Context: an optimization exercise on an open-source flow, tuned for a short achievable clock period and few clock cycles. The choices shown serve that exercise and are no tape-out recipe.
At most, simulation tests tie the RTL to the original design; equivalence was not proved.
For run 1, only the layout was checked, not whether the RTL still works.
In runs 3 to 5 the design's own scripts or RTL, not TritonCTS, make the clock network.
The clock port is modelled as an ideal driver, which makes a skipped or thinned clock tree look cheaper than it is; a real chip needs a root buffer or a tree.
Power and IR drop assume default switching activity.

==> design.v <==
`default_nettype none
package dlx_pkg;
    parameter int xlen = 32;
    typedef logic [4:0]      reg_addr_t;
    typedef logic [xlen-1:0] word_t;
    localparam logic [5:0] op_special = 6'h00;
    localparam logic [5:0] op_addi    = 6'h08;
    localparam logic [5:0] op_lw      = 6'h23;
    localparam logic [5:0] op_sw      = 6'h2b;
    localparam logic [5:0] fn_add = 6'h20;
    localparam logic [5:0] fn_sub = 6'h22;
    localparam logic [5:0] fn_and = 6'h24;
    localparam logic [5:0] fn_or  = 6'h25;
    localparam logic [5:0] fn_slt = 6'h2a;
    typedef enum logic [2:0] {
        alu_add,
        alu_sub,
        alu_and,
        alu_or,
        alu_slt
    } alu_op_t;
    typedef enum logic [1:0] {
        from_reg,
        from_mem,
        from_wb
    } fwd_sel_t;
    typedef struct packed {
        logic    reg_write;
        logic    mem_to_reg;
        logic    mem_write;
        logic    use_imm;
        alu_op_t alu_op;
    } ctrl_t;
    typedef struct packed {
        ctrl_t     ctrl;
        word_t     rs1_val;
        word_t     rs2_val;
        word_t     imm;
        reg_addr_t rs1;
        reg_addr_t rs2;
        reg_addr_t rd;
    } id_ex_t;
    typedef struct packed {
        logic      reg_write;
        logic      mem_to_reg;
        logic      mem_write;
        word_t     alu_result;
        word_t     store_data;
        reg_addr_t rd;
    } ex_mem_t;
    typedef struct packed {
        logic      we;
        reg_addr_t rd;
        word_t     value;
    } wb_t;
    typedef struct packed {
        word_t addr;
        word_t wdata;
        logic  we;
    } dmem_req_t;
endpackage
`default_nettype wire
`timescale 1ns/1ps
`default_nettype none
module ks_nand2 (input wire a, input wire b, output wire y);
    assign y = ~(a & b);
endmodule
module ks_nor2 (input wire a, input wire b, output wire y);
    assign y = ~(a | b);
endmodule
module ks_inv (input wire a, output wire y);
    assign y = ~a;
endmodule
module ks_aoi21 (input wire t, input wire c, input wire g, output wire y);
    assign y = ~(g | (t & c));
endmodule
module ks_oai21 (input wire t, input wire c, input wire g, output wire y);
    assign y = ~(g & (t | c));
endmodule
module ks_maj_n (input wire a, input wire b, input wire cin, output wire y);
    assign y = ~((a & b) | (cin & (a | b)));
endmodule
module ks_mux2 (input wire s, input wire d0, input wire d1, output wire y);
    assign y = s ? d1 : d0;
endmodule
module ks_carry (
    input  wire [31:0] a,
    input  wire [31:0] b,
    input  wire        cin,
    output wire [31:0] c
);
    wire [31:0] g [6];
    wire [31:0] t [6];
    ks_maj_n u_g0 (.a(a[0]), .b(b[0]), .cin(cin), .y(g[0][0]));
    assign t[0][0] = 1'b0;
    for (genvar i = 1; i < 32; i++) begin : g_l0
        ks_nand2 u_g (.a(a[i]), .b(b[i]), .y(g[0][i]));
        ks_nor2  u_t (.a(a[i]), .b(b[i]), .y(t[0][i]));
    end
    for (genvar k = 1; k <= 5; k++) begin : g_lvl
        localparam int d = 1 << (k - 1);
        for (genvar i = 0; i < 32; i++) begin : g_bit
            if (i < d) begin : g_done
                ks_inv u_g (.a(g[k-1][i]), .y(g[k][i]));
                assign t[k][i] = 1'b0;
            end else if (k % 2 == 1) begin : g_odd
                ks_oai21 u_g (.t(t[k-1][i]), .c(g[k-1][i-d]), .g(g[k-1][i]), .y(g[k][i]));
                if (i >= 2 * d) begin : g_t
                    ks_nor2 u_t (.a(t[k-1][i]), .b(t[k-1][i-d]), .y(t[k][i]));
                end else begin : g_nt
                    assign t[k][i] = 1'b0;
                end
            end else begin : g_even
                ks_aoi21 u_g (.t(t[k-1][i]), .c(g[k-1][i-d]), .g(g[k-1][i]), .y(g[k][i]));
                if (i >= 2 * d) begin : g_t
                    ks_nand2 u_t (.a(t[k-1][i]), .b(t[k-1][i-d]), .y(t[k][i]));
                end else begin : g_nt
                    assign t[k][i] = 1'b1;
                end
            end
        end
    end
    assign c[0] = cin;
    assign c[31:1] = g[5][30:0];
endmodule
`default_nettype wire
`default_nettype none
module rf_a22oi (input wire a1, input wire a2, input wire b1, input wire b2, output wire y);
    assign y = ~((a1 & a2) | (b1 & b2));
endmodule
module rf_nand4 (input wire a, input wire b, input wire c, input wire d, output wire y);
    assign y = ~(a & b & c & d);
endmodule
module rf_read_bit (
    input  wire [31:1] sel,
    input  wire [31:1] d,
    output wire        y
);
    wire [15:0] l1;
    wire [3:0]  l2;
    wire [1:0]  l3;
    for (genvar j = 0; j < 15; j++) begin : g_l1
        rf_a22oi u (.a1(sel[2*j+1]), .a2(d[2*j+1]), .b1(sel[2*j+2]), .b2(d[2*j+2]), .y(l1[j]));
    end
    ks_nand2 u_l1 (.a(sel[31]), .b(d[31]), .y(l1[15]));
    for (genvar j = 0; j < 4; j++) begin : g_l2
        rf_nand4 u (.a(l1[4*j]), .b(l1[4*j+1]), .c(l1[4*j+2]), .d(l1[4*j+3]), .y(l2[j]));
    end
    ks_nor2  u_l3a (.a(l2[0]), .b(l2[1]), .y(l3[0]));
    ks_nor2  u_l3b (.a(l2[2]), .b(l2[3]), .y(l3[1]));
    ks_nand2 u_l4  (.a(l3[0]), .b(l3[1]), .y(y));
endmodule
`default_nettype wire
`timescale 1ns/1ps
`default_nettype none
module dlx_top (
    input  logic        clk,
    input  logic        rst_n,
    output logic [31:0] imem_addr,
    input  logic [31:0] imem_data,
    output logic [31:0] dmem_addr,
    output logic [31:0] dmem_wdata,
    output logic        dmem_we,
    input  logic [31:0] dmem_rdata
);
    logic [29:0] pc;
    logic        stall;      
    logic        d_wr;       
    logic        d_lw;       
    logic        d_sw;
    logic        d_r;        
    logic        d_inv;      
    logic        d_arith;    
    logic        d_and;
    logic        d_or;
    logic        d_slt;
    logic [4:0]  d_rs1;
    logic [4:0]  d_rs2;
    logic [4:0]  d_rd;
    logic [31:0] d_imm;
    logic [31:0] rfq_a;      
    logic [31:0] rfq_b;
    logic        d_fa;       
    logic        d_fb;
    logic        d_fs;
    logic        d_mal;      
    logic        d_mbl;
    logic        d_mar;      
    logic        d_mbr;
    logic        d_wa;       
    logic        d_wb;
    logic        d_fsl;      
    logic        e_wr;
    logic        e_lw;
    logic        e_sw;
    logic [4:0]  e_rd;
    logic        e_inv;
    logic        e_arith;
    logic        e_and;
    logic        e_or;
    logic        e_slt;
    logic        e_fsl;      
    logic [31:0] ea;
    logic [31:0] eb;         
    logic [31:0] es;
    logic        m_wr;
    logic        m_lw;
    logic        m_sw;
    logic [4:0]  m_rd;
    logic [31:0] m_res;
    logic [31:0] m_addr;     
    logic [31:0] m_sd;
    logic [31:0] m_val;      
    logic        w_wr;
    logic [4:0]  w_rd;
    logic [31:0] w_val;
    assign imem_addr = {pc, 2'b00};
    always_ff @(posedge clk or negedge rst_n) begin
        if (!rst_n) begin
            pc <= '0;
        end else if (!stall) begin
            pc <= pc + 30'd1;
        end
    end
    logic [5:0]  f_op;
    logic [5:0]  f_fn;
    logic [4:0]  f_rs1;
    logic [4:0]  f_rs2;
    logic [4:0]  f_rd;
    logic        f_add;
    logic        f_sub;
    logic        f_and;
    logic        f_or;
    logic        f_slt;
    logic        f_r;
    logic        f_addi;
    logic        f_lw;
    logic        f_sw;
    logic        f_wr;
    assign f_op   = imem_data[31:26];
    assign f_fn   = imem_data[5:0];
    assign f_rs1  = imem_data[25:21];
    assign f_rs2  = imem_data[20:16];
    assign f_rd   = (f_op == 6'h00) ? imem_data[15:11] : imem_data[20:16];
    assign f_add  = (f_op == 6'h00) && (f_fn == 6'h20);
    assign f_sub  = (f_op == 6'h00) && (f_fn == 6'h22);
    assign f_and  = (f_op == 6'h00) && (f_fn == 6'h24);
    assign f_or   = (f_op == 6'h00) && (f_fn == 6'h25);
    assign f_slt  = (f_op == 6'h00) && (f_fn == 6'h2a);
    assign f_r    = f_add || f_sub || f_and || f_or || f_slt;
    assign f_addi = (f_op == 6'h08);
    assign f_lw   = (f_op == 6'h23);
    assign f_sw   = (f_op == 6'h2b);
    assign f_wr   = (f_r || f_addi || f_lw) && (f_rd != 5'd0);
    logic [31:0] rf [32];
    assign rf[0] = '0;
    for (genvar k = 1; k < 32; k++) begin : g_rf
        logic [31:0] q;
        always_ff @(posedge clk) begin
            if (m_wr && (m_rd == 5'(k))) begin
                q <= m_val;
            end
        end
        assign rf[k] = q;
    end
    logic [31:0] f_sel_a;
    logic [31:0] f_sel_b;
    logic [31:0] f_rf_a;
    logic [31:0] f_rf_b;
    always_comb begin
        for (int k = 0; k < 32; k++) begin
            f_sel_a[k] = (f_rs1 == 5'(k));
            f_sel_b[k] = (f_rs2 == 5'(k));
        end
    end
    for (genvar i = 0; i < 32; i++) begin : g_rd
        logic [31:1] col;
        for (genvar k = 1; k < 32; k++) begin : g_col
            assign col[k] = rf[k][i];
        end
        rf_read_bit u_a (.sel(f_sel_a[31:1]), .d(col), .y(f_rf_a[i]));
        rf_read_bit u_b (.sel(f_sel_b[31:1]), .d(col), .y(f_rf_b[i]));
    end
    logic [31:0] a_d;
    logic [31:0] b_d;
    always_ff @(posedge clk) begin
        if (!stall) begin
            d_rs1   <= f_rs1;
            d_rs2   <= f_rs2;
            d_rd    <= f_rd;
            d_imm   <= {{16{imem_data[15]}}, imem_data[15:0]};
            d_r     <= f_r;
            d_inv   <= f_sub || f_slt;
            d_arith <= f_add || f_sub || f_addi || f_lw || f_sw;
            d_and   <= f_and;
            d_or    <= f_or;
            d_slt   <= f_slt;
        end
    end
    always_ff @(posedge clk) begin
        if (!stall) begin
            rfq_a <= f_rf_a;
            rfq_b <= f_rf_b;
            d_fa  <= d_wr && !d_lw && (f_rs1 == d_rd);
            d_fb  <= f_r && d_wr && !d_lw && (f_rs2 == d_rd);
            d_fs  <= d_wr && !d_lw && (f_rs2 == d_rd);
            d_fsl <= d_lw && (f_rs2 == d_rd);
            d_mal <= e_lw && (f_rs1 == e_rd);
            d_mbl <= e_lw && (f_rs2 == e_rd);
            d_mar <= e_wr && !e_lw && (f_rs1 == e_rd);
            d_mbr <= e_wr && !e_lw && (f_rs2 == e_rd);
            d_wa  <= m_wr && (f_rs1 == m_rd);
            d_wb  <= m_wr && (f_rs2 == m_rd);
        end else begin
            rfq_a <= a_d;
            rfq_b <= b_d;
            d_fa  <= 1'b0;
            d_fb  <= 1'b0;
            d_fs  <= 1'b0;
            d_fsl <= 1'b0;
            d_mal <= e_lw && (d_rs1 == e_rd);
            d_mbl <= e_lw && (d_rs2 == e_rd);
            d_mar <= e_wr && !e_lw && (d_rs1 == e_rd);
            d_mbr <= e_wr && !e_lw && (d_rs2 == e_rd);
            d_wa  <= m_wr && (d_rs1 == m_rd);
            d_wb  <= m_wr && (d_rs2 == m_rd);
        end
    end
    always_ff @(posedge clk or negedge rst_n) begin
        if (!rst_n) begin
            stall <= 1'b0;
            d_wr  <= 1'b0;
            d_lw  <= 1'b0;
            d_sw  <= 1'b0;
        end else if (!stall) begin
            stall <= d_lw && ((((f_r || f_addi || f_lw || f_sw) && (f_rs1 == d_rd))) ||
                              (f_r && (f_rs2 == d_rd)));
            d_wr  <= f_wr;
            d_lw  <= f_lw && (f_rd != 5'd0);
            d_sw  <= f_sw;
        end else begin
            stall <= 1'b0;
        end
    end
    assign a_d = d_mal ? dmem_rdata : (d_mar ? m_res : (d_wa ? w_val : rfq_a));
    assign b_d = d_mbl ? dmem_rdata : (d_mbr ? m_res : (d_wb ? w_val : rfq_b));
    logic [31:0] bop_d;
    assign bop_d = d_r ? (b_d ^ {32{d_inv}}) : d_imm;
    logic [31:0] c;
    ks_carry u_carry (
        .a   (ea),
        .b   (eb),
        .cin (e_inv),
        .c   (c)
    );
    logic [31:0] p;
    logic [31:0] lg;
    logic [31:0] r0;     
    logic [31:0] r1;     
    logic [31:0] cs;     
    logic        v0;
    assign p  = ea ^ eb;
    assign lg = ({32{e_and}} & (ea & eb)) | ({32{e_or}} & (ea | eb));
    assign v0 = e_arith ? (p[0] ^ e_inv) : lg[0];
    always_comb begin
        r0 = e_arith ? p : lg;
        r1 = e_arith ? ~p : lg;
        r0[0] = e_slt ? (p[31] | ea[31]) : v0;
        r1[0] = e_slt ? (!p[31] && ea[31]) : v0;
    end
    assign cs = {c[31:1], c[31]};
    logic [31:0] za0;
    logic [31:0] za1;
    logic [31:0] zb0;
    logic [31:0] zb1;
    logic [31:0] zs0;
    logic [31:0] zs1;
    assign za0 = d_fa ? r0 : a_d;
    assign za1 = d_fa ? r1 : a_d;
    assign zb0 = d_fb ? (r0 ^ {32{d_inv}}) : bop_d;
    assign zb1 = d_fb ? (r1 ^ {32{d_inv}}) : bop_d;
    assign zs0 = d_fs ? r0 : b_d;
    assign zs1 = d_fs ? r1 : b_d;
    logic [31:0] y;
    logic [31:0] ea_n;
    logic [31:0] eb_n;
    logic [31:0] es_n;
    for (genvar i = 0; i < 32; i++) begin : g_sel
        ks_mux2 u_y (.s(cs[i]), .d0(r0[i]),  .d1(r1[i]),  .y(y[i]));
        ks_mux2 u_a (.s(cs[i]), .d0(za0[i]), .d1(za1[i]), .y(ea_n[i]));
        ks_mux2 u_b (.s(cs[i]), .d0(zb0[i]), .d1(zb1[i]), .y(eb_n[i]));
        ks_mux2 u_s (.s(cs[i]), .d0(zs0[i]), .d1(zs1[i]), .y(es_n[i]));
    end
    always_ff @(posedge clk) begin
        ea      <= ea_n;
        eb      <= eb_n;
        es      <= es_n;
        e_rd    <= d_rd;
        e_inv   <= d_inv;
        e_arith <= d_arith;
        e_and   <= d_and;
        e_or    <= d_or;
        e_slt   <= d_slt;
        e_fsl   <= d_fsl;
    end
    always_ff @(posedge clk or negedge rst_n) begin
        if (!rst_n) begin
            e_wr <= 1'b0;
            e_lw <= 1'b0;
            e_sw <= 1'b0;
        end else begin
            e_wr <= d_wr && !stall;
            e_lw <= d_lw && !stall;
            e_sw <= d_sw && !stall;
        end
    end
    assign m_val = m_lw ? dmem_rdata : m_res;
    always_ff @(posedge clk) begin
        m_res <= y;
        m_rd  <= e_rd;
        m_sd  <= e_fsl ? dmem_rdata : es;
        w_rd  <= m_rd;
        w_val <= m_val;
    end
    always_ff @(posedge clk or negedge rst_n) begin
        if (!rst_n) begin
            m_wr <= 1'b0;
            m_lw <= 1'b0;
            m_sw <= 1'b0;
            w_wr <= 1'b0;
            m_addr <= '0;
        end else begin
            m_wr <= e_wr;
            m_lw <= e_lw;
            m_sw <= e_sw;
            w_wr <= m_wr;
            m_addr <= y;
        end
    end
    assign dmem_addr  = m_addr;
    assign dmem_wdata = m_sd;
    assign dmem_we    = m_sw;
endmodule
`default_nettype wire
==> run.sh <==
#!/bin/bash
# synth_recipe.tcl (not shown) runs the flow's synth.tcl, then flattens the netlist and writes it again
# the make line also repeats each setting of config.mk as NAME=value (left out here)
make -C /OpenROAD-flow-scripts/flow DESIGN_CONFIG=/design/flow/config.mk WORK_HOME=/design/flow/orfs CLKGATE_MAP_FILE= SYNTH_SCRIPT=/design/flow/synth_recipe.tcl finish
==> config.mk <==
export PLATFORM = sky130hd
export DESIGN_NAME = dlx_top
export DESIGN_NICKNAME = dlx_top
export VERILOG_FILES = /design/flow/design.v
export SDC_FILE = /design/flow/constraint.sdc
export NUM_CORES = 4
export LEC_CHECK = 0
export CAP_MARGIN = 20
export CORE_MARGIN = 2
export CORE_UTILIZATION = 40
export SETUP_SLACK_MARGIN = 3.5
export SLEW_MARGIN = 20
export SYNTH_HIERARCHICAL = 1
export SYNTH_MINIMUM_KEEP_SIZE = 0
==> constraint.sdc <==
create_clock -name core_clock -period 5.5 [get_ports {clk}]
set_input_delay 1.1000 -clock core_clock [delete_from_list [all_inputs] [get_ports {clk}]]
set_output_delay 1.1000 -clock core_clock [all_outputs]
set_load 0.01 [all_outputs]
==> summary.txt, run 1 <==
STA
  • Worst slew pin tran: 0.986 ns
  • Minimum clock period: 2.47 ns
  • Relative slew slack: 0.343
  • Final Skew: 0.0328 ns
  • Hold Vio Cnt, Final: 0
  • Post-route setup slack: 3.03 ns
  • RSZ-0062 raised after global routing: true
  • Final setup vio count: 0
  • Number of max-slew violations in the final report: 0
  • FMAX: 405 MHz
  • Setup_tns: 0 ns
  • Crit share post-route: 0.449

Die
  • Starting Density: 0.403
  • Die height: 415 um
  • Rows: 150
  • Die W: 415 um
  • I/O pin cnt: 163
  • Die area: 172,000 um2
  • Core area: 167,000 um2

Layout
  • Largest register by flop count: g_rf.q
  • Most common cell after layout, fill and taps aside: edfxtp_1
  • Most frequent cells in the layout: edfxtp_1, a22oi_2, buf_4
  • Layout area overhead: 34.1%
  • Fillers: 13,500
  • Post-route cell area: 90,500 um2
  • Number of flip-flops under the largest register name: 992
  • Area of the multi-input gates: 31,300 um2
  • Layout cells sized above 1: 0.512
  • Final #Nets: 6,192
  • Register area: 38,500 um2

Global routing
  • Largest net degree at the start of global routing: 65
  • GR Overflow Total: 0
  • Antenna violations before repair: 16
  • Vias in the first global route: 50,500
  • All-layer global routing usage: 0.312
  • First-pass GRT wire length: 385 mm

Logic synthesis
  • Post-Syn Instances: 5,073
  • Syn Std Cell Area: 67,500 um2
  • Syn avg cell area: 13.3 um2
  • YS warnings: 9

Setup path
  • CP required: 4.40 ns
  • CP Launch Point: pc[9]
  • CP arrival: 1.37 ns
  • WS Path Type: register to output port
  • Slowest stage cell, crit path: dfrtp_2
  • Slowest cell delay on critical path: 0.43 ns
  • Crit end category: output port
  • Crit-path leading delay family: flip-flops
  • Reg-to-Reg Start: d_wa
  • CP bufs+invs: 1
  • CP startpoint kind: register
  • Cell Chain, Critical Path: buf_6
  • Crit path max fanout: 4

Power
  • Pwr/cell area: 362 nW/um2
  • Peak VDD IR: 346 uV
  • Leakage: 31.7 nW
  • Tot Pwr: 0.0328 W

Route
  • Final ANT Viol Nets: 0
  • Vias: 53,400
  • TritonRoute pass-1 iters: 8
  • Vias per inst: 6.36
  • Starting DRT DRC Count: 7,112
  • Final wirelength: 286 mm
  • DRC Markers: 0
  • Routed len/inst: 34.1 um

Outcome
  • Status: complete, no violations

CTS
  • H-tree Lvls: 4
  • CTS tree: done
  • Reg clk slew, reported paths: 0.06 ns
  • Clock latency on the worst-skew pair: 0.82 ns
  • CTS Buf Count: 154
  • Clk sinks: 1,383
  • CTS root buf: clkbuf_16
  • Clk buf depth: 3

Placed design
  • Placed cell area: 73,800 um2
  • Pre-CTS WS: 0.814 ns
  • Final RePlAce weighted congestion: 0.950
  • Post-DP HPWL: 170 mm
  • IO Port Bufs: 160

Hold path
  • HP Class: input pin to async pin

Run
  • Max-Cap Viols: 0
==> power by group <==
| group | switching [W] | internal (W) |
|---|---|---|
| Combinational | 0.00530 | 0.00401 |
| Clock | 0.00448 | 0.00615 |
| Sequential | 0.000664 | 0.0122 |
| Total | 0.0104 | 0.0223 |
==> per-stage QoR <==
step	utilization	hold slack, ns	cells
5_1_grt	0.541	0.302	8392
2_1_floorplan	-	0.310	5074
6_report	0.541	0.274	8395
4_1_cts	0.518	0.264	8204
3_5_place_dp	0.441	0.316	7494
3_3_place_gp	0.441	0.315	7494
==> area by class of cell <==
type | count | area share
clock buffers | 203 | 0.0460
diodes | 4 | 0.000111
repair buffers | 977 | 0.132
flip-flops and latches | 1383 | 0.425
clock inverters | 81 | 0.0104
well taps | 2204 | 0.0305
multi-input cells | 3317 | 0.346
inverters | 226 | 0.00976
==> final timing paths <==
path,end,slack (ns),depth (start not counted)
worst min-delay path,m_addr[17],0.27,1
worst min register to register,e_fsl,0.33,0
worst max register to register,rfq_a[26],3.38,7
min in group core_clock,e_fsl,0.33,0
max in group asynchronous,m_wr,4.27,2
worst max-delay path,imem_addr[11],3.03,1
==> layer usage <==
metal  share of wire  global-route usage  routed length, um  up-vias
met2            0.44               0.477             126000     3450
li1                -                   -                  -    22000
met1            0.38               0.407             109000    27100
met5         0.00019                   0                 55        -
met4           0.072               0.176              20600        8
met3            0.11              0.0737              31400      874
==> timing repair <==
action                      CTS  global route
setup buffers               385           168
resized for setup          1321           470
pin swaps                   391           384
setup endpoints to repair  2372          1356
gates cloned                 41            19
hold buffers                  0             0
hold endpoints to repair      0             0
==> inputs of run 2 (changes only) <==
--- a/design.v
+++ b/design.v
@@ -183,10 +183,8 @@
     logic        d_fa;       
     logic        d_fb;
     logic        d_fs;
-    logic        d_mal;      
-    logic        d_mbl;
-    logic        d_mar;      
-    logic        d_mbr;
+    logic        d_ma;       
+    logic        d_mb;
     logic        d_wa;       
     logic        d_wb;
     logic        d_fsl;      
@@ -208,7 +206,6 @@
     logic        m_sw;
     logic [4:0]  m_rd;
     logic [31:0] m_res;
-    logic [31:0] m_addr;     
     logic [31:0] m_sd;
     logic [31:0] m_val;      
     logic        w_wr;
@@ -305,10 +302,8 @@
             d_fb  <= f_r && d_wr && !d_lw && (f_rs2 == d_rd);
             d_fs  <= d_wr && !d_lw && (f_rs2 == d_rd);
             d_fsl <= d_lw && (f_rs2 == d_rd);
-            d_mal <= e_lw && (f_rs1 == e_rd);
-            d_mbl <= e_lw && (f_rs2 == e_rd);
-            d_mar <= e_wr && !e_lw && (f_rs1 == e_rd);
-            d_mbr <= e_wr && !e_lw && (f_rs2 == e_rd);
+            d_ma  <= e_wr && (f_rs1 == e_rd);
+            d_mb  <= e_wr && (f_rs2 == e_rd);
             d_wa  <= m_wr && (f_rs1 == m_rd);
             d_wb  <= m_wr && (f_rs2 == m_rd);
         end else begin
@@ -318,10 +313,8 @@
             d_fb  <= 1'b0;
             d_fs  <= 1'b0;
             d_fsl <= 1'b0;
-            d_mal <= e_lw && (d_rs1 == e_rd);
-            d_mbl <= e_lw && (d_rs2 == e_rd);
-            d_mar <= e_wr && !e_lw && (d_rs1 == e_rd);
-            d_mbr <= e_wr && !e_lw && (d_rs2 == e_rd);
+            d_ma  <= e_wr && (d_rs1 == e_rd);
+            d_mb  <= e_wr && (d_rs2 == e_rd);
             d_wa  <= m_wr && (d_rs1 == m_rd);
             d_wb  <= m_wr && (d_rs2 == m_rd);
         end
@@ -342,8 +335,8 @@
             stall <= 1'b0;
         end
     end
-    assign a_d = d_mal ? dmem_rdata : (d_mar ? m_res : (d_wa ? w_val : rfq_a));
-    assign b_d = d_mbl ? dmem_rdata : (d_mbr ? m_res : (d_wb ? w_val : rfq_b));
+    assign a_d = d_ma ? m_val : (d_wa ? w_val : rfq_a);
+    assign b_d = d_mb ? m_val : (d_wb ? w_val : rfq_b);
     logic [31:0] bop_d;
     assign bop_d = d_r ? (b_d ^ {32{d_inv}}) : d_imm;
     logic [31:0] c;
@@ -428,16 +421,14 @@
             m_lw <= 1'b0;
             m_sw <= 1'b0;
             w_wr <= 1'b0;
-            m_addr <= '0;
         end else begin
             m_wr <= e_wr;
             m_lw <= e_lw;
             m_sw <= e_sw;
             w_wr <= m_wr;
-            m_addr <= y;
         end
     end
-    assign dmem_addr  = m_addr;
+    assign dmem_addr  = m_res;
     assign dmem_wdata = m_sd;
     assign dmem_we    = m_sw;
 endmodule
--- a/config.mk
+++ b/config.mk
@@ -8,7 +8,7 @@
 export CAP_MARGIN = 20
 export CORE_MARGIN = 2
 export CORE_UTILIZATION = 40
-export SETUP_SLACK_MARGIN = 3.5
+export SETUP_SLACK_MARGIN = 3.3
 export SLEW_MARGIN = 20
 export SYNTH_HIERARCHICAL = 1
 export SYNTH_MINIMUM_KEEP_SIZE = 0
==> summary.txt, run 2 <==
CTS
  • Clock latency on the worst-skew pair: 0.83 ns (about the same)
  • Reg clk slew, reported paths: 0.06 ns (about the same)
  • Clk buf depth: 3 (unchanged)
  • CTS Buf Count: 150 (-2.6%)
  • CTS root buf: clkbuf_16
  • H-tree Lvls: 4 (unchanged)
  • Clk sinks: 1,349 (-2.5%)
  • CTS tree: done
  • Hold buffers post-CTS: 0 (unchanged)

Route
  • TritonRoute pass-1 iters: 8 (unchanged)
  • Routed len/inst: 36.3 um (+6.5%)
  • Final wirelength: 297 mm (+3.7%)
  • Vias per inst: 6.46 (+1.6%)
  • Vias: 52,900 (-1.0%)
  • Starting DRT DRC Count: 6,938 (-2.4%)
  • Final ANT Viol Nets: 0 (unchanged)
  • DRC Markers: 0 (unchanged)

Global routing
  • Vias in the first global route: 48,800 (-3.3%)
  • All-layer global routing usage: 0.323 (+0.0109)
  • GR Overflow Total: 0 (unchanged)
  • First-pass GRT wire length: 382 mm (-0.69%)
  • Antenna violations before repair: 31 (+15)
  • Largest net degree at the start of global routing: 97 (+49%)

Power
  • Pwr/cell area: 355 nW/um2 (-2.1%)
  • Leakage: 31.0 nW (-2.1%)
  • Peak VDD IR: 319 uV (-7.9%)

STA
  • Post-route setup slack: 2.83 ns (-0.201 ns)
  • RSZ-0062 raised after global routing: true
  • Minimum clock period: 2.67 ns (+0.201 ns)
  • Number of max-slew violations in the final report: 0 (unchanged)
  • Setup_tns: 0 ns (unchanged)
  • Final setup vio count: 0 (unchanged)
  • Relative slew slack: 0.320 (-0.0228)
  • Worst slew pin tran: 1.02 ns (+0.0331 ns)
  • Hold Vio Cnt, Final: 0 (unchanged)
  • Crit share post-route: 0.486 (+0.0365)
  • FMAX: 374 MHz (-7.5%)
  • Final Skew: 0.0643 ns (+0.0315 ns)

Layout
  • Layout cells sized above 1: 0.490 (-0.0227)
  • Largest register by flop count: g_rf.q
  • Final #Nets: 5,995 (-3.2%)
  • Post-route cell area: 87,300 um2 (-3.5%)
  • Most frequent cells in the layout: edfxtp_1, a22oi_2, buf_4
  • Final Util: 0.536 (-0.00421)
  • Number of flip-flops under the largest register name: 992 (unchanged)
  • Most common cell after layout, fill and taps aside: edfxtp_1
  • Layout area overhead: 33.1%

Die
  • Die height: 409 um (-1.4%)
  • Rows: 148 (-1.3%)
  • I/O pin cnt: 163 (unchanged)
  • Die W: 409 um (-1.4%)
  • Starting Density: 0.403 (about the same)
  • Die area: 167,000 um2 (-2.8%)
  • Core area: 163,000 um2 (-2.8%)

Setup path
  • Crit path max fanout: 12 (+8)
  • R2R Setup Slk: 3.01 ns (-0.37 ns)
  • Crit end category: register
  • CP arrival: 3.35 ns (+1.98 ns)
  • WS Path Type: input pin to register
  • CP required: 6.18 ns (+1.78 ns)
  • CP startpoint kind: input pin

Placed design
  • IO Port Bufs: 160 (unchanged)
  • Final RePlAce weighted congestion: 0.970 (+2.2%)
  • Placed cell area: 72,500 um2 (-1.8%)
  • Pre-CTS WS: 0.661 ns (-0.153 ns)
  • Post-DP HPWL: 161 mm (-5.4%)

Logic synthesis
  • Syn Std Cell Area: 65,600 um2 (-2.8%)
  • YS warnings: 9 (unchanged)
  • Post-Syn Instances: 4,832 (-4.8%)
  • Syn avg cell area: 13.6 um2 (+2.0%)

Run
  • Max-Cap Viols: 0 (unchanged)

Outcome
  • Status: complete, no violations

Hold path
  • HP Class: register to register
-- run 2: through the flow --
step           total power (W)  cells  hold slack [ns]
6_report                0.0310   8177            0.325
5_1_grt                 0.0318   8160            0.334
4_1_cts                 0.0301   7927            0.325
3_5_place_dp            0.0193   7231            0.312
3_3_place_gp            0.0193   7231            0.313
2_1_floorplan           0.0169   4833            0.310
-- run 2: layout make-up --
class,count,area (um2)
fill,13200,75500
antenna,18,45.0
multi-input combinational,3295,31100
tap,2175,2720
sequential,1349,37700
inverter,102,388
clock inverter,74,726
timing repair buffer,964,10600
clock buffer,200,4130
-- run 2: final timing paths --
kind,endpoint,cells past startpoint,startpoint
worst max-delay path,rfq_b[1],11,imem_data[20]
worst min-delay path,e_fsl,0,d_fsl
worst max register to register,eb[20],9,m_lw
worst min register to register,e_fsl,0,d_fsl
max in group asynchronous,m_lw,1,rst_n
min in group asynchronous,pc[28],1,rst_n
-- run 2: repair_timing --
| action | CTS | global route |
|---|---|---|
| resized for setup | 1112 | 303 |
| setup endpoints to repair | 1285 | 1018 |
| gates cloned | 50 | 32 |
| setup buffers | 372 | 200 |
| endpoints found under the hold margin | 0 | 0 |
| pin swaps | 230 | 284 |
-- run 2: worst max-delay path, stage by stage --
cell	delay, ns
buf_12	0.13
nand3b_1	0.20
buf_12	0.13
nor2_4	0.05
buf_12	0.16
a22oi_2	0.15
nand4_1	0.52
nor2_4	0.41
buf_6	0.15
nand2_1	0.06
mux2_2	0.25
-- run 2: report_power, final --
group	internal (W)	total, W	switching (W)
Sequential	0.0118	0.0124	0.000553
Clock	0.00585	0.0102	0.00432
Combinational	0.00345	0.00839	0.00494
Total	0.0211	0.0310	0.00981
-- run 2: layer usage --
metal / up-vias / global-route usage / wire [um]
li1: 21400 / - / -
met2: 3799 / 0.486 / 128000
met5: - / 0 / 137
met1: 26600 / 0.401 / 105000
met4: 16 / 0.222 / 27900
met3: 1062 / 0.0927 / 36200
Testbench counts of run 2, summed over its fixed seeds: cycles 25,136.
==> inputs of run 3 (changes only) <==
--- a/design.v
+++ b/design.v
@@ -164,6 +164,7 @@
     input  logic [31:0] dmem_rdata
 );
     logic [29:0] pc;
+    logic [29:0] pc_o;       
     logic        stall;      
     logic        d_wr;       
     logic        d_lw;       
@@ -183,8 +184,10 @@
     logic        d_fa;       
     logic        d_fb;
     logic        d_fs;
-    logic        d_ma;       
-    logic        d_mb;
+    logic        d_mal;      
+    logic        d_mbl;
+    logic        d_mar;      
+    logic        d_mbr;
     logic        d_wa;       
     logic        d_wb;
     logic        d_fsl;      
@@ -206,12 +209,13 @@
     logic        m_sw;
     logic [4:0]  m_rd;
     logic [31:0] m_res;
+    logic [31:0] m_addr;     
     logic [31:0] m_sd;
     logic [31:0] m_val;      
     logic        w_wr;
     logic [4:0]  w_rd;
     logic [31:0] w_val;
-    assign imem_addr = {pc, 2'b00};
+    assign imem_addr = {pc_o, 2'b00};
     always_ff @(posedge clk or negedge rst_n) begin
         if (!rst_n) begin
             pc <= '0;
@@ -219,6 +223,13 @@
             pc <= pc + 30'd1;
         end
     end
+    always_ff @(posedge clk) begin
+        if (!rst_n) begin
+            pc_o <= '0;
+        end else if (!stall) begin
+            pc_o <= pc + 30'd1;
+        end
+    end
     logic [5:0]  f_op;
     logic [5:0]  f_fn;
     logic [4:0]  f_rs1;
@@ -234,11 +245,31 @@
     logic        f_lw;
     logic        f_sw;
     logic        f_wr;
-    assign f_op   = imem_data[31:26];
-    assign f_fn   = imem_data[5:0];
-    assign f_rs1  = imem_data[25:21];
-    assign f_rs2  = imem_data[20:16];
-    assign f_rd   = (f_op == 6'h00) ? imem_data[15:11] : imem_data[20:16];
+    logic [31:0] r_ir;
+    logic        r_valid;
+    logic [31:0] r_sel_a;
+    logic [31:0] r_sel_b;
+    always_ff @(posedge clk) begin
+        if (!stall) begin
+            r_ir <= imem_data;
+            for (int k = 0; k < 32; k++) begin
+                r_sel_a[k] <= (imem_data[25:21] == 5'(k));
+                r_sel_b[k] <= (imem_data[20:16] == 5'(k));
+            end
+        end
+    end
+    always_ff @(posedge clk or negedge rst_n) begin
+        if (!rst_n) begin
+            r_valid <= 1'b0;
+        end else if (!stall) begin
+            r_valid <= 1'b1;
+        end
+    end
+    assign f_op   = r_ir[31:26];
+    assign f_fn   = r_ir[5:0];
+    assign f_rs1  = r_ir[25:21];
+    assign f_rs2  = r_ir[20:16];
+    assign f_rd   = (f_op == 6'h00) ? r_ir[15:11] : r_ir[20:16];
     assign f_add  = (f_op == 6'h00) && (f_fn == 6'h20);
     assign f_sub  = (f_op == 6'h00) && (f_fn == 6'h22);
     assign f_and  = (f_op == 6'h00) && (f_fn == 6'h24);
@@ -246,9 +277,9 @@
     assign f_slt  = (f_op == 6'h00) && (f_fn == 6'h2a);
     assign f_r    = f_add || f_sub || f_and || f_or || f_slt;
     assign f_addi = (f_op == 6'h08);
-    assign f_lw   = (f_op == 6'h23);
-    assign f_sw   = (f_op == 6'h2b);
-    assign f_wr   = (f_r || f_addi || f_lw) && (f_rd != 5'd0);
+    assign f_lw   = r_valid && (f_op == 6'h23);
+    assign f_sw   = r_valid && (f_op == 6'h2b);
+    assign f_wr   = r_valid && (f_r || f_addi || f_lw) && (f_rd != 5'd0);
     logic [31:0] rf [32];
     assign rf[0] = '0;
     for (genvar k = 1; k < 32; k++) begin : g_rf
@@ -260,23 +291,15 @@
         end
         assign rf[k] = q;
     end
-    logic [31:0] f_sel_a;
-    logic [31:0] f_sel_b;
     logic [31:0] f_rf_a;
     logic [31:0] f_rf_b;
-    always_comb begin
-        for (int k = 0; k < 32; k++) begin
-            f_sel_a[k] = (f_rs1 == 5'(k));
-            f_sel_b[k] = (f_rs2 == 5'(k));
-        end
-    end
     for (genvar i = 0; i < 32; i++) begin : g_rd
         logic [31:1] col;
         for (genvar k = 1; k < 32; k++) begin : g_col
             assign col[k] = rf[k][i];
         end
-        rf_read_bit u_a (.sel(f_sel_a[31:1]), .d(col), .y(f_rf_a[i]));
-        rf_read_bit u_b (.sel(f_sel_b[31:1]), .d(col), .y(f_rf_b[i]));
+        rf_read_bit u_a (.sel(r_sel_a[31:1]), .d(col), .y(f_rf_a[i]));
+        rf_read_bit u_b (.sel(r_sel_b[31:1]), .d(col), .y(f_rf_b[i]));
     end
     logic [31:0] a_d;
     logic [31:0] b_d;
@@ -285,7 +308,7 @@
             d_rs1   <= f_rs1;
             d_rs2   <= f_rs2;
             d_rd    <= f_rd;
-            d_imm   <= {{16{imem_data[15]}}, imem_data[15:0]};
+            d_imm   <= {{16{r_ir[15]}}, r_ir[15:0]};
             d_r     <= f_r;
             d_inv   <= f_sub || f_slt;
             d_arith <= f_add || f_sub || f_addi || f_lw || f_sw;
@@ -302,8 +325,10 @@
             d_fb  <= f_r && d_wr && !d_lw && (f_rs2 == d_rd);
             d_fs  <= d_wr && !d_lw && (f_rs2 == d_rd);
             d_fsl <= d_lw && (f_rs2 == d_rd);
-            d_ma  <= e_wr && (f_rs1 == e_rd);
-            d_mb  <= e_wr && (f_rs2 == e_rd);
+            d_mal <= e_lw && (f_rs1 == e_rd);
+            d_mbl <= e_lw && (f_rs2 == e_rd);
+            d_mar <= e_wr && !e_lw && (f_rs1 == e_rd);
+            d_mbr <= e_wr && !e_lw && (f_rs2 == e_rd);
             d_wa  <= m_wr && (f_rs1 == m_rd);
             d_wb  <= m_wr && (f_rs2 == m_rd);
         end else begin
@@ -313,8 +338,10 @@
             d_fb  <= 1'b0;
             d_fs  <= 1'b0;
             d_fsl <= 1'b0;
-            d_ma  <= e_wr && (d_rs1 == e_rd);
-            d_mb  <= e_wr && (d_rs2 == e_rd);
+            d_mal <= e_lw && (d_rs1 == e_rd);
+            d_mbl <= e_lw && (d_rs2 == e_rd);
+            d_mar <= e_wr && !e_lw && (d_rs1 == e_rd);
+            d_mbr <= e_wr && !e_lw && (d_rs2 == e_rd);
             d_wa  <= m_wr && (d_rs1 == m_rd);
             d_wb  <= m_wr && (d_rs2 == m_rd);
         end
@@ -335,8 +362,8 @@
             stall <= 1'b0;
         end
     end
-    assign a_d = d_ma ? m_val : (d_wa ? w_val : rfq_a);
-    assign b_d = d_mb ? m_val : (d_wb ? w_val : rfq_b);
+    assign a_d = d_mal ? dmem_rdata : (d_mar ? m_res : (d_wa ? w_val : rfq_a));
+    assign b_d = d_mbl ? dmem_rdata : (d_mbr ? m_res : (d_wb ? w_val : rfq_b));
     logic [31:0] bop_d;
     assign bop_d = d_r ? (b_d ^ {32{d_inv}}) : d_imm;
     logic [31:0] c;
@@ -409,7 +436,7 @@
     end
     assign m_val = m_lw ? dmem_rdata : m_res;
     always_ff @(posedge clk) begin
-        m_res <= y;
+        m_addr <= y;
         m_rd  <= e_rd;
         m_sd  <= e_fsl ? dmem_rdata : es;
         w_rd  <= m_rd;
@@ -419,16 +446,19 @@
         if (!rst_n) begin
             m_wr <= 1'b0;
             m_lw <= 1'b0;
-            m_sw <= 1'b0;
             w_wr <= 1'b0;
+            m_res <= '0;
         end else begin
             m_wr <= e_wr;
             m_lw <= e_lw;
-            m_sw <= e_sw;
             w_wr <= m_wr;
+            m_res <= y;
         end
     end
-    assign dmem_addr  = m_res;
+    always_ff @(posedge clk) begin
+        m_sw <= rst_n && e_sw;
+    end
+    assign dmem_addr  = m_addr;
     assign dmem_wdata = m_sd;
     assign dmem_we    = m_sw;
 endmodule
==> flow/run.sh (new file) <==
#!/bin/bash
# The standard layout, with the clock tree built by flow/mycts.tcl (a
# balanced two-level tree: four roots on the clock port, one leaf buffer
# per group of flip-flops) in place of TritonCTS.
set -euo pipefail
W=$(pwd)
bash standard.sh "PRE_CTS_TCL=$W/flow/mycts.tcl" MYCTS_STRIPS=8 MYCTS_SLICES=8 finish > "$W/standard.log" 2>&1
==> flow/mycts.tcl (new file) <==
# Clock tree built here in place of TritonCTS: the flip-flops are split into
# compact groups of about equal size (strips in x, then slices in y), each
# group gets a clkbuf_16 at its centre, and the groups are split into four
# quadrants, each with a clkbuf_16 root driven straight from the clock port.
# Every flip-flop sees the same two buffers, so the tree is balanced.

proc clock_tree_synthesis {args} {
  set block [ord::get_db_block]
  set db [ord::get_db]
  set master [$db findMaster sky130_fd_sc_hd__clkbuf_16]
  set clk_net [$block findNet clk]
  set nstrip $::env(MYCTS_STRIPS)
  set nslice $::env(MYCTS_SLICES)

  # sinks: every instance pin on the clock net
  set sinks {}
  foreach it [$clk_net getITerms] {
    set inst [$it getInst]
    set bb [$inst getBBox]
    set x [expr {([$bb xMin] + [$bb xMax]) / 2}]
    set y [expr {([$bb yMin] + [$bb yMax]) / 2}]
    lappend sinks [list $x $y $it]
  }
  set n [llength $sinks]
  puts "mycts: $n sinks, $nstrip x $nslice groups"

  # strips in x of equal count, then slices in y of equal count
  set sorted [lsort -integer -index 0 $sinks]
  set groups {}
  for {set s 0} {$s < $nstrip} {incr s} {
    set lo [expr {($s * $n) / $nstrip}]
    set hi [expr {(($s + 1) * $n) / $nstrip - 1}]
    set strip [lsort -integer -index 1 [lrange $sorted $lo $hi]]
    set m [llength $strip]
    for {set t 0} {$t < $nslice} {incr t} {
      set lo2 [expr {($t * $m) / $nslice}]
      set hi2 [expr {(($t + 1) * $m) / $nslice - 1}]
      lappend groups [list $s $t [lrange $strip $lo2 $hi2]]
    }
  }

  # leaf buffers
  set leaves {}
  set k 0
  foreach g $groups {
    lassign $g s t members
    set sx 0; set sy 0
    foreach mbr $members { set sx [expr {$sx + [lindex $mbr 0]}]; set sy [expr {$sy + [lindex $mbr 1]}] }
    set cx [expr {$sx / [llength $members]}]
    set cy [expr {$sy / [llength $members]}]
    set inst [odb::dbInst_create $block $master "mycts_leaf_$k"]
    $inst setLocation [expr {$cx - 2000}] [expr {$cy - 1360}]
    $inst setPlacementStatus PLACED
    set net [odb::dbNet_create $block "mycts_leaf_net_$k"]
    $net setSigType CLOCK
    [$inst findITerm X] connect $net
    foreach mbr $members {
      set it [lindex $mbr 2]
      $it disconnect
      $it connect $net
    }
    lappend leaves [list $s $t $cx $cy $inst]
    incr k
  }

  # four roots, one per quadrant of groups
  set hs [expr {$nstrip / 2}]
  set ht [expr {$nslice / 2}]
  for {set q 0} {$q < 4} {incr q} {
    set mine {}
    foreach l $leaves {
      lassign $l s t cx cy inst
      set qs [expr {$s >= $hs}]
      set qt [expr {$t >= $ht}]
      if {[expr {$qs * 2 + $qt}] == $q} { lappend mine $l }
    }
    set sx 0; set sy 0
    foreach l $mine { set sx [expr {$sx + [lindex $l 2]}]; set sy [expr {$sy + [lindex $l 3]}] }
    set cx [expr {$sx / [llength $mine]}]
    set cy [expr {$sy / [llength $mine]}]
    set root [odb::dbInst_create $block $master "mycts_root_$q"]
    $root setLocation [expr {$cx - 2000}] [expr {$cy - 1360}]
    $root setPlacementStatus PLACED
    set net [odb::dbNet_create $block "mycts_root_net_$q"]
    $net setSigType CLOCK
    [$root findITerm X] connect $net
    [$root findITerm A] connect $clk_net
    foreach l $mine { [[lindex $l 4] findITerm A] connect $net }
    puts "mycts: root $q drives [llength $mine] leaves"
  }
  $clk_net setSigType CLOCK
  global_connect
  set_propagated_clock [all_clocks]
}
==> standard.sh (new file) <==
#!/bin/bash
# synth_recipe.tcl (not shown) runs the flow's synth.tcl, then flattens the netlist and writes it again
# the make line also repeats each setting of config.mk as NAME=value (left out here)
make -C /OpenROAD-flow-scripts/flow DESIGN_CONFIG=/design/flow/config.mk WORK_HOME=/design/flow/orfs CLKGATE_MAP_FILE= SYNTH_SCRIPT=/design/flow/synth_recipe.tcl "${@:-finish}"
--- a/config.mk
+++ b/config.mk
@@ -8,7 +8,7 @@
 export CAP_MARGIN = 20
 export CORE_MARGIN = 2
 export CORE_UTILIZATION = 40
-export SETUP_SLACK_MARGIN = 3.3
+export SETUP_SLACK_MARGIN = 3.5
 export SLEW_MARGIN = 20
 export SYNTH_HIERARCHICAL = 1
 export SYNTH_MINIMUM_KEEP_SIZE = 0
removed: run.sh
==> summary.txt, run 3 <==
Outcome
  • Status: complete, no violations

STA
  • Final setup vio count: 0 (unchanged)
  • Final Skew: 0.0486 ns (-0.0157 ns)
  • RSZ-0062 raised after global routing: true
  • Minimum clock period: 2.14 ns (-0.536 ns)
  • Worst slew pin tran: 0.915 ns (-0.104 ns)
  • Number of max-slew violations in the final report: 0 (unchanged)
  • FMAX: 468 MHz (+25%)
  • Crit share post-route: 0.388 (-0.0974)
  • Hold_ws: 0.332 ns (+0.00630 ns)
  • Setup_tns: 0 ns (unchanged)
  • Relative slew slack: 0.390 (+0.0700)
  • Hold Vio Cnt, Final: 0 (unchanged)

Layout
  • Register area: 42,000 um2 (+11%)
  • Most frequent cells in the layout: edfxtp_1, a22oi_2, nor2_1
  • Fillers: 15,700 (+20%)
  • Non-filler cells, final: 8,018 (-1.9%)
  • Number of flip-flops under the largest register name: 992 (unchanged)
  • Post-route cell area: 81,900 um2 (-6.2%)
  • Layout cells sized above 1: 0.373 (-0.117)
  • Most common cell after layout, fill and taps aside: edfxtp_1
  • Area of the multi-input gates: 29,900 um2 (-3.6%)
  • Largest register by flop count: g_rf.q
  • Final #Nets: 5,789 (-3.4%)
  • Layout area overhead: 14.5%

Route
  • TritonRoute pass-1 iters: 5 (-3)
  • Final wirelength: 265 mm (-11%)
  • Vias: 51,100 (-3.3%)
  • Starting DRT DRC Count: 5,812 (-16%)
  • Vias per inst: 6.38 (-1.4%)
  • DRC Markers: 0 (unchanged)
  • Final ANT Viol Nets: 0 (unchanged)
  • Routed len/inst: 33.1 um (-8.9%)

Placed design
  • IO Port Bufs: 160 (unchanged)
  • Post-DP HPWL: 162 mm (+0.81%)
  • Placed cell area: 76,600 um2 (+5.7%)
  • Placed Cells: 7,831 (+8.3%)
  • Final RePlAce weighted congestion: 0.924 (-4.8%)

Power
  • Pwr/cell area: 332 nW/um2 (-6.2%)
  • Peak VDD IR: 275 uV (-14%)
  • Tot Pwr: 0.0272 W (-12%)
  • Leakage: 27.3 nW (-12%)

Hold path
  • HP Class: register to register

Die
  • Rows: 155 (+4.7%)
  • Starting Density: 0.402 (-0.00142)
  • I/O pin cnt: 163 (unchanged)
  • Die W: 427 um (+4.4%)
  • Die height: 427 um (+4.4%)
  • Core area: 178,000 um2 (+9.4%)
  • Die area: 182,000 um2 (+8.9%)

Global routing
  • First-pass GRT wire length: 365 mm (-4.5%)
  • GR Overflow Total: 0 (unchanged)
  • Largest net degree at the start of global routing: 98 (+1.0%)
  • All-layer global routing usage: 0.279 (-0.0447)
  • Antenna violations before repair: 14 (-55%)
  • Vias in the first global route: 49,400 (+1.2%)

Setup path
  • CP bufs+invs: 1 (-3)
  • CP arrival: 1.04 ns (-2.31 ns)
  • CP required: 4.40 ns (-1.78 ns)
  • Slowest cell delay on critical path: 0.37 ns (-0.15 ns)
  • Crit end category: output port
  • Crit-path leading delay family: flip-flops
  • CP startpoint kind: register
  • WS Path Type: register to output port
  • Crit path max fanout: 1 (-11)
  • Slowest stage cell, crit path: dfxtp_4
  • Cell Chain, Critical Path: buf_6

CTS
  • Reg clk slew, reported paths: 0.10 ns (+0.04 ns)
  • Clock latency on the worst-skew pair: 0.55 ns (-0.28 ns)

Run
  • Max-Cap Viols: 0 (unchanged)

Logic synthesis
  • Syn avg cell area: 13.3 um2 (-1.8%)
  • Syn Std Cell Area: 71,500 um2 (+9.0%)
  • Post-Syn Instances: 5,361 (+11%)
  • YS warnings: 9 (unchanged)
run 3: final cells by class:
class                   count  area share
diodes                      9    0.000275
plain buffers              68      0.0208
inverters                 225      0.0108
multi-input cells        3462       0.366
flip-flops and latches   1508       0.513
well taps                2355      0.0360
repair buffers            391      0.0536
run 3: per-layer routing:
layer  part of all wire  track usage  vias to the layer above
met5            0.00021            0                        -
met4              0.065        0.145                       10
met3              0.089       0.0441                      681
met2               0.45        0.439                     2607
met1               0.40        0.371                    26300
li1                   -            -                    21500
run 3: final timing paths:
kind | endpoint | slack, ns | from | cells after the start
max reg2reg | m_res[28] | 3.43 | eb[4] | 7
min reg2reg | e_fsl | 0.33 | d_fsl | 0
min in group asynchronous | m_res[26] | 0.48 | rst_n | 1
min | e_fsl | 0.33 | d_fsl | 0
max | dmem_addr[23] | 3.36 | m_addr[23] | 1
max in group asynchronous | stall | 4.27 | rst_n | 2
run 3: power breakdown:
part	switching, W	internal [W]	leakage (nW)
logic	0.00455	0.00319	12.2
registers	0.000655	0.0132	14.3
clock network	0.00344	0.00219	0.838
run 3: metrics by stage:
step,worst slack (ns),utilization
CTS,3.34,0.451
floorplan,3.31,-
global placement,2.30,0.430
global route,3.33,0.460
finish,3.36,0.460
detailed placement,2.62,0.430
run 3: repair_timing:
item / 4_1_cts / 5_1_grt
endpoints found under the setup margin: 2489 / 734
pin swaps: 46 / 45
hold buffers: 0 / 0
resized for setup: 912 / 331
gates cloned: 5 / 4
setup buffers: 68 / 32
Testbench counts of run 3, summed over its fixed seeds: cycles 25,144.
==> inputs of run 4 (changes only) <==
==> flow/run.sh (replaced) <==
#!/bin/bash
# The standard layout, with the clock tree built by flow/mycts.tcl (a
# balanced two-level tree: four roots on the clock port, one leaf buffer
# per group of flip-flops) in place of TritonCTS. If the routed layout is
# left with an antenna violation, the layout is made once more with the
# cells spread a little more.
set -euo pipefail
W=$(pwd)
args=("PRE_CTS_TCL=$W/flow/mycts.tcl" MYCTS_STRIPS=8 MYCTS_SLICES=8 MYCTS_ROOT=sky130_fd_sc_hd__buf_16)
bash standard.sh "${args[@]}" finish > "$W/standard.log" 2>&1
R=$W/orfs/results/sky130hd/dlx_top/base
printf 'read_db %s\nputs "ANTENNAS [check_antennas]"\n' "$R/6_final.odb" > "$W/antcheck.tcl"
n=$(openroad -no_init -exit "$W/antcheck.tcl" 2>&1 | tee "$W/antcheck.log" | sed -n 's/^ANTENNAS //p')
if [[ "$n" != "0" ]]; then
  mv "$W/orfs" "$W/orfs_try1"
  rm -f "$W/out/final.def"
  bash standard.sh "${args[@]}" PLACE_DENSITY_LB_ADDON=0.05 finish > "$W/standard2.log" 2>&1
fi
--- a/flow/mycts.tcl
+++ b/flow/mycts.tcl
@@ -1,13 +1,15 @@
 # Clock tree built here in place of TritonCTS: the flip-flops are split into
 # compact groups of about equal size (strips in x, then slices in y), each
 # group gets a clkbuf_16 at its centre, and the groups are split into four
-# quadrants, each with a clkbuf_16 root driven straight from the clock port.
+# quadrants, each with a root buffer (MYCTS_ROOT) driven straight from the
+# clock port.
 # Every flip-flop sees the same two buffers, so the tree is balanced.
 
 proc clock_tree_synthesis {args} {
   set block [ord::get_db_block]
   set db [ord::get_db]
   set master [$db findMaster sky130_fd_sc_hd__clkbuf_16]
+  set rmaster [$db findMaster $::env(MYCTS_ROOT)]
   set clk_net [$block findNet clk]
   set nstrip $::env(MYCTS_STRIPS)
   set nslice $::env(MYCTS_SLICES)
@@ -78,7 +80,7 @@
     foreach l $mine { set sx [expr {$sx + [lindex $l 2]}]; set sy [expr {$sy + [lindex $l 3]}] }
     set cx [expr {$sx / [llength $mine]}]
     set cy [expr {$sy / [llength $mine]}]
-    set root [odb::dbInst_create $block $master "mycts_root_$q"]
+    set root [odb::dbInst_create $block $rmaster "mycts_root_$q"]
     $root setLocation [expr {$cx - 2000}] [expr {$cy - 1360}]
     $root setPlacementStatus PLACED
     set net [odb::dbNet_create $block "mycts_root_net_$q"]
==> summary.txt, run 4 <==
STA
  • Number of max-slew violations in the final report: 0 (unchanged)
  • Post-route setup slack: 3.37 ns (+0.00228 ns)
  • Worst slew pin tran: 1.12 ns (+0.204 ns)
  • RSZ-0062 raised after global routing: true
  • FMAX: 469 MHz (+0.11%)
  • Final Skew: 0.0289 ns (-0.0197 ns)
  • Minimum clock period: 2.13 ns (-0.00228 ns)
  • Final setup vio count: 0 (unchanged)
  • Crit share post-route: 0.388 (-0.000415)
  • Setup_tns: 0 ns (unchanged)
  • Relative slew slack: 0.254 (-0.136)
  • Hold Vio Cnt, Final: 0 (unchanged)

Power
  • Pwr/cell area: 334 nW/um2 (+0.60%)
  • Tot Pwr: 0.0283 W (+3.9%)
  • Leakage: 28.5 nW (+4.1%)
  • Peak VDD IR: 330 uV (+20%)

Layout
  • Number of flip-flops under the largest register name: 992 (unchanged)
  • Final Util: 0.475 (+0.0150)
  • Most common cell after layout, fill and taps aside: edfxtp_1
  • Final #Nets: 5,932 (+2.5%)
  • Layout cells sized above 1: 0.407 (+0.0346)
  • Largest register by flop count: g_rf.q
  • Post-route cell area: 84,500 um2 (+3.3%)
  • Layout area overhead: 18.2%
  • Most frequent cells in the layout: edfxtp_1, a22oi_2, nor2_1

Route
  • Met1 Wirelength: 125 mm (+19%)
  • Starting DRT DRC Count: 5,042 (-13%)
  • TritonRoute pass-1 iters: 5 (unchanged)
  • Final ANT Viol Nets: 0 (unchanged)
  • DRC Markers: 0 (unchanged)
  • Routed len/inst: 35.2 um (+6.3%)
  • Vias: 51,000 (-0.26%)
  • Met2 wire length: 132 mm (+10%)
  • Vias per inst: 6.25 (-2.0%)
  • Final wirelength: 287 mm (+8.2%)
  • Met3 WL: 18.1 mm (-23%)
  • Top sig layer: met5

Die
  • Die height: 427 um (unchanged)
  • Rows: 155 (unchanged)
  • Core area: 178,000 um2 (unchanged)
  • Die W: 427 um (unchanged)
  • Starting Density: 0.402 (unchanged)
  • I/O pin cnt: 163 (unchanged)
  • Die area: 182,000 um2 (unchanged)

Setup path
  • CP arrival: 2.54 ns (+1.50 ns)
  • CP bufs+invs: 3 (+2)
  • Reg2reg path depth: 10 (+3)
  • Slowest stage cell, crit path: dfxtp_4
  • R2R Setup Slk: 3.37 ns (-0.06 ns)
  • Crit end category: register
  • Most frequent CP cell: buf_4
  • CP required: 5.90 ns (+1.50 ns)
  • Cell Chain, Critical Path: nor2_4 > buf_4 > nor2_4 > a21oi_4 > o21ai_2 > buf_4 > a21oi_4 > o21ai_4 > buf_4 > mux2_4
  • Reg-to-Reg Start: eb[6]
  • CP startpoint kind: register
  • WS Path Type: register to register
  • Reg2reg end: m_res[0]
  • Crit path max fanout: 4 (+3)
  • Crit-path leading delay family: compound AO/OA/AOI/OAI gates
  • Slowest cell delay on critical path: 0.39 ns (+0.02 ns)

Placed design
  • Final RePlAce weighted congestion: 0.890 (-3.7%)
  • IO Port Bufs: 160 (unchanged)
  • Post-DP HPWL: 168 mm (+4.0%)
  • Placed cell area: 76,700 um2 (+0.10%)
  • Pre-CTS WS: 2.30 ns (-0.326 ns)

Run
  • Max-Cap Viols: 0 (unchanged)

Global routing
  • Vias in the first global route: 49,600 (+0.33%)
  • Antenna violations before repair: 12 (-2)
  • First-pass GRT wire length: 386 mm (+5.9%)
  • All-layer global routing usage: 0.299 (+0.0201)
  • Largest net degree at the start of global routing: 117 (+19%)
  • GR Overflow Total: 0 (unchanged)

CTS
  • Reg clk slew, reported paths: 0.12 ns (+0.02 ns)
  • Clock latency on the worst-skew pair: 0.53 ns (-0.02 ns)
  • Hold buffers post-CTS: 0 (unchanged)

Logic synthesis
  • Syn Std Cell Area: 71,500 um2 (unchanged)
  • Syn avg cell area: 13.3 um2 (unchanged)
  • YS warnings: 9 (unchanged)
  • Post-Syn Instances: 5,361 (unchanged)

Hold path
  • HP Class: register to register
  • Hold path endpoint: e_fsl
  • HP Start: d_fsl
  • Hold Path Depth: 0 (unchanged)

Outcome
  • Status: complete, no violations
==> run 4: where the power goes <==
part | switching, W | internal, W
combinational | 0.00498 | 0.00356
clock | 0.00360 | 0.00223
sequential | 0.000709 | 0.0132
==> run 4: cell type report <==
| class | count | area, um2 |
|---|---|---|
| Fill cell | 15800 | 93500 |
| Sequential cell | 1508 | 42000 |
| Multi-Input combinational cell | 3466 | 30800 |
| Timing Repair Buffer | 530 | 6120 |
| Tap cell | 2355 | 2950 |
| Buffer | 68 | 1710 |
| Inverter | 225 | 892 |
| Antenna cell | 6 | 15.0 |
==> run 4: metal layers <==
| layer | vias up | global-route usage |
|---|---|---|
| met1 | 26800 | 0.422 |
| met4 | 2 | 0.104 |
| met5 | - | 0 |
| met2 | 1947 | 0.479 |
| met3 | 432 | 0.0285 |
| li1 | 21800 | - |
==> run 4: worst max path at each step <==
stage | from | end | slack, ns | cells after the start
floorplan | m_rd[3] | g_rf[24].q[0] | 3.31 | 4
global placement | dmem_rdata[31] | eb[31] | 1.98 | 5
detailed placement | imem_data[22] | r_sel_a[10] | 2.30 | 3
CTS | m_sd[0] | dmem_wdata[0] | 3.34 | 1
global route | eb[6] | m_res[0] | 3.34 | 10
finish | eb[6] | m_res[0] | 3.37 | 10
==> run 4: through the flow <==
stage | std cells | hold slack [ns]
after floorplan | 5362 | 0.310
after global placement | 7832 | 0.313
final | 8158 | 0.332
after global routing | 8157 | 0.334
after detailed placement | 7835 | 0.315
after CTS | 8044 | 0.325
==> run 4: worst reg2reg max path, cell delays in order (launching register included) <==
cell and delay [ns]:
dfxtp_4 0.39, nor2_4 0.21, buf_4 0.16, nor2_4 0.05
a21oi_4 0.20, o21ai_2 0.09, buf_4 0.15, a21oi_4 0.22
o21ai_4 0.07, buf_4 0.16, mux2_4 0.31
==> run 4: timing repair <==
action / CTS / global route
setup endpoints to repair: 2506 / 1432
resized for setup: 1076 / 438
buffers inserted: 127 / 96
cloned: 14 / 12
pin swaps: 61 / 107
==> inputs of run 5 (changes only) <==
--- a/design.v
+++ b/design.v
@@ -168,6 +168,7 @@
     logic        stall;      
     logic        d_wr;       
     logic        d_lw;       
+    logic        d_early;    
     logic        d_sw;
     logic        d_r;        
     logic        d_inv;      
@@ -193,6 +194,7 @@
     logic        d_fsl;      
     logic        e_wr;
     logic        e_lw;
+    logic        e_early;
     logic        e_sw;
     logic [4:0]  e_rd;
     logic        e_inv;
@@ -245,6 +247,7 @@
     logic        f_lw;
     logic        f_sw;
     logic        f_wr;
+    logic        f_early;
     logic [31:0] r_ir;
     logic        r_valid;
     logic [31:0] r_sel_a;
@@ -280,6 +283,7 @@
     assign f_lw   = r_valid && (f_op == 6'h23);
     assign f_sw   = r_valid && (f_op == 6'h2b);
     assign f_wr   = r_valid && (f_r || f_addi || f_lw) && (f_rd != 5'd0);
+    assign f_early = f_lw && (f_rs1 == 5'd0) && (f_rd != 5'd0) && !d_lw && !d_sw;
     logic [31:0] rf [32];
     assign rf[0] = '0;
     for (genvar k = 1; k < 32; k++) begin : g_rf
@@ -311,7 +315,7 @@
             d_imm   <= {{16{r_ir[15]}}, r_ir[15:0]};
             d_r     <= f_r;
             d_inv   <= f_sub || f_slt;
-            d_arith <= f_add || f_sub || f_addi || f_lw || f_sw;
+            d_arith <= f_add || f_sub || f_addi || (f_lw && !f_early) || f_sw;
             d_and   <= f_and;
             d_or    <= f_or;
             d_slt   <= f_slt;
@@ -351,12 +355,14 @@
             stall <= 1'b0;
             d_wr  <= 1'b0;
             d_lw  <= 1'b0;
+            d_early <= 1'b0;
             d_sw  <= 1'b0;
         end else if (!stall) begin
             stall <= d_lw && ((((f_r || f_addi || f_lw || f_sw) && (f_rs1 == d_rd))) ||
                               (f_r && (f_rs2 == d_rd)));
             d_wr  <= f_wr;
-            d_lw  <= f_lw && (f_rd != 5'd0);
+            d_lw  <= f_lw && (f_rd != 5'd0) && !f_early;
+            d_early <= f_early;
             d_sw  <= f_sw;
         end else begin
             stall <= 1'b0;
@@ -380,7 +386,8 @@
     logic [31:0] cs;     
     logic        v0;
     assign p  = ea ^ eb;
-    assign lg = ({32{e_and}} & (ea & eb)) | ({32{e_or}} & (ea | eb));
+    assign lg = ({32{e_and}} & (ea & eb)) | ({32{e_or}} & (ea | eb)) |
+                ({32{e_early}} & dmem_rdata);
     assign v0 = e_arith ? (p[0] ^ e_inv) : lg[0];
     always_comb begin
         r0 = e_arith ? p : lg;
@@ -405,11 +412,17 @@
     logic [31:0] ea_n;
     logic [31:0] eb_n;
     logic [31:0] es_n;
+    logic [31:0] addr_n;
+    logic [31:0] zm0;
+    logic [31:0] zm1;
+    assign zm0 = d_early ? d_imm : r0;
+    assign zm1 = d_early ? d_imm : r1;
     for (genvar i = 0; i < 32; i++) begin : g_sel
         ks_mux2 u_y (.s(cs[i]), .d0(r0[i]),  .d1(r1[i]),  .y(y[i]));
         ks_mux2 u_a (.s(cs[i]), .d0(za0[i]), .d1(za1[i]), .y(ea_n[i]));
         ks_mux2 u_b (.s(cs[i]), .d0(zb0[i]), .d1(zb1[i]), .y(eb_n[i]));
         ks_mux2 u_s (.s(cs[i]), .d0(zs0[i]), .d1(zs1[i]), .y(es_n[i]));
+        ks_mux2 u_m (.s(cs[i]), .d0(zm0[i]), .d1(zm1[i]), .y(addr_n[i]));
     end
     always_ff @(posedge clk) begin
         ea      <= ea_n;
@@ -427,16 +440,18 @@
         if (!rst_n) begin
             e_wr <= 1'b0;
             e_lw <= 1'b0;
+            e_early <= 1'b0;
             e_sw <= 1'b0;
         end else begin
             e_wr <= d_wr && !stall;
             e_lw <= d_lw && !stall;
+            e_early <= d_early && !stall;
             e_sw <= d_sw && !stall;
         end
     end
     assign m_val = m_lw ? dmem_rdata : m_res;
     always_ff @(posedge clk) begin
-        m_addr <= y;
+        m_addr <= addr_n;
         m_rd  <= e_rd;
         m_sd  <= e_fsl ? dmem_rdata : es;
         w_rd  <= m_rd;
==> summary.txt, run 5 <==
Power
  • Peak VDD IR: 342 uV (+3.7%)
  • Combinational Power Share: 0.312 (+0.010)
  • Fraction of power consumed by the clock network: 0.201 (-0.005)

Hold path
  • Hold Path Depth: 0 (unchanged)
  • HP Start: d_fsl

STA
  • FMAX: 453 MHz (-3.3%)
  • Final setup vio count: 0 (unchanged)
  • Relative slew slack: 0.356 (+0.102)
  • Setup_tns: 0 ns (unchanged)
  • Worst slew pin tran: 0.966 ns (-0.153 ns)
  • Hold Vio Cnt, Final: 0 (unchanged)

Layout
  • Number of flip-flops under the largest register name: 992 (unchanged)
  • Layout area overhead: 18.4%
  • Fillers: 15,800 (-0.29%)
  • Largest register by flop count: g_rf.q
  • Final Util: 0.476 (+0.00109)
  • Most common cell after layout, fill and taps aside: edfxtp_1
  • Final #Nets: 6,031 (+1.7%)

Setup path
  • Crit end category: register
  • CP required: 5.92 ns (+0.02 ns)
  • CP arrival: 2.63 ns (+0.09 ns)
  • Reg2reg end: rfq_b[1]
  • Reg2reg path depth: 9 (-1)

Run
  • Max-Cap Viols: 0 (unchanged)

Die
  • I/O pin cnt: 163 (unchanged)
  • Die W: 430 um (+0.68%)
  • Core area: 180,000 um2 (+1.3%)
  • Die area: 185,000 um2 (+1.4%)
  • Die height: 430 um (+0.68%)
  • Rows: 156 (+0.65%)

Outcome
  • Status: complete, no violations

Placed design
  • Pre-CTS WS: 2.40 ns (+0.100 ns)
  • Final RePlAce weighted congestion: 0.912 (+2.5%)
  • IO Port Bufs: 160 (unchanged)
  • Post-DP HPWL: 154 mm (-8.8%)

Route
  • TritonRoute pass-1 iters: 7 (+2)
  • Final ANT Viol Nets: 0 (unchanged)
  • Vias per inst: 6.36 (+1.7%)
  • DRC Markers: 0 (unchanged)
  • Final wirelength: 263 mm (-8.4%)

Logic synthesis
  • YS warnings: 9 (unchanged)
  • Syn Std Cell Area: 72,500 um2 (+1.4%)
  • Post-Syn Instances: 5,533 (+3.2%)
  • Syn avg cell area: 13.1 um2 (-1.8%)

Global routing
  • GR Overflow Total: 0 (unchanged)
  • Vias in the first global route: 51,600 (+4.1%)
  • First-pass GRT wire length: 368 mm (-4.8%)

CTS
  • Reg clk slew, reported paths: 0.11 ns (about the same)
  • Hold buffers post-CTS: 0 (unchanged)
-- run 5: cell types whose count changed in the layout (fill, tap and decap cells not counted), moves of 36 or more --
cell / delta
inv_1: -49
o21ai_0: +55
nor2_4: +37
a21o_1: -45
mux2_4: +36
buf_4: -57
-- run 5: how the worst max path moves through the flow --
| stage | from | to | slack (ns) | cells after the start |
|---|---|---|---|---|
| after floorplan | dmem_rdata[8] | eb[8] | 3.20 | 6 |
| after global placement | dmem_rdata[8] | eb[8] | 2.43 | 7 |
| after detailed placement | dmem_rdata[10] | eb[10] | 2.40 | 7 |
| after global routing | r_sel_b[3] | rfq_b[22] | 3.27 | 9 |
| after CTS | r_sel_b[3] | rfq_b[22] | 3.34 | 9 |
| final | r_sel_b[3] | rfq_b[1] | 3.29 | 9 |
-- run 5: layout make-up --
class / count / area (um2) / share of cell area
diodes: 5 / 12.5 / 0.000146
plain buffers: 68 / 1710 / 0.0199
inverters: 172 / 689 / 0.00803
multi-input cells: 3667 / 32700 / 0.381
flip-flops and latches: 1510 / 42100 / 0.490
well taps: 2370 / 2970 / 0.0345
repair buffers: 480 / 5610 / 0.0654
repair inverters: 1 / 8.76 / 0.000102
-- run 5: what timing repair did --
item	in CTS	in global routing
gates resized for setup	1172	536
setup endpoints to repair	2467	1303
pin swaps	79	205
cloned	14	7
setup buffers	101	84
-- run 5: through the flow --
step | area [um2] | instances | hold slack, ns | power, W
finish | 85800 | 8273 | 0.333 | 0.0285
floorplan | 73200 | 5534 | 0.310 | 0.0186
detailed placement | 78000 | 7994 | 0.314 | 0.0209
CTS | 83200 | 8177 | 0.332 | 0.0275
global placement | 78000 | 7994 | 0.314 | 0.0209
global route | 85800 | 8269 | 0.348 | 0.0294
-- run 5: critical path: stages, from the launching register on --
cell and delay [ns]:
edfxtp_1 0.43, buf_8 0.17, buf_12 0.13, buf_16 0.14, a22oi_2 0.17, nand4_1 0.30, nor2_4 0.33, nand2_1 0.09
nor2_1 0.29, a21oi_1 0.07
-- run 5: power by group through the flow --
stage	clock network, W	registers (W)	logic [W]
after global placement	0	0.0140	0.00690
after CTS	0.00575	0.0138	0.00802
after detailed placement	0	0.0140	0.00697
final	0.00572	0.0139	0.00889
after global routing	0.00610	0.0140	0.00933
after floorplan	0	0.0139	0.00470
-- run 5: routing by layer --
metal,share of wire,track usage,up-vias
li1,-,-,22300
met1,0.41,0.371,27000
met2,0.45,0.428,2629
met3,0.093,0.0518,657
met4,0.048,0.0970,2
met5,0.000046,0,-
Testbench counts of run 5, summed over its fixed seeds: cycles 24,878.

Check on run 5: ideal ports give 3.295 ns setup slack; a clkbuf_16 on the clock port and buf_2 on the inputs give 3.186 ns; moving port delays by the midpoint clock arrival (0.692 ns) as well gives 2.827 ns.
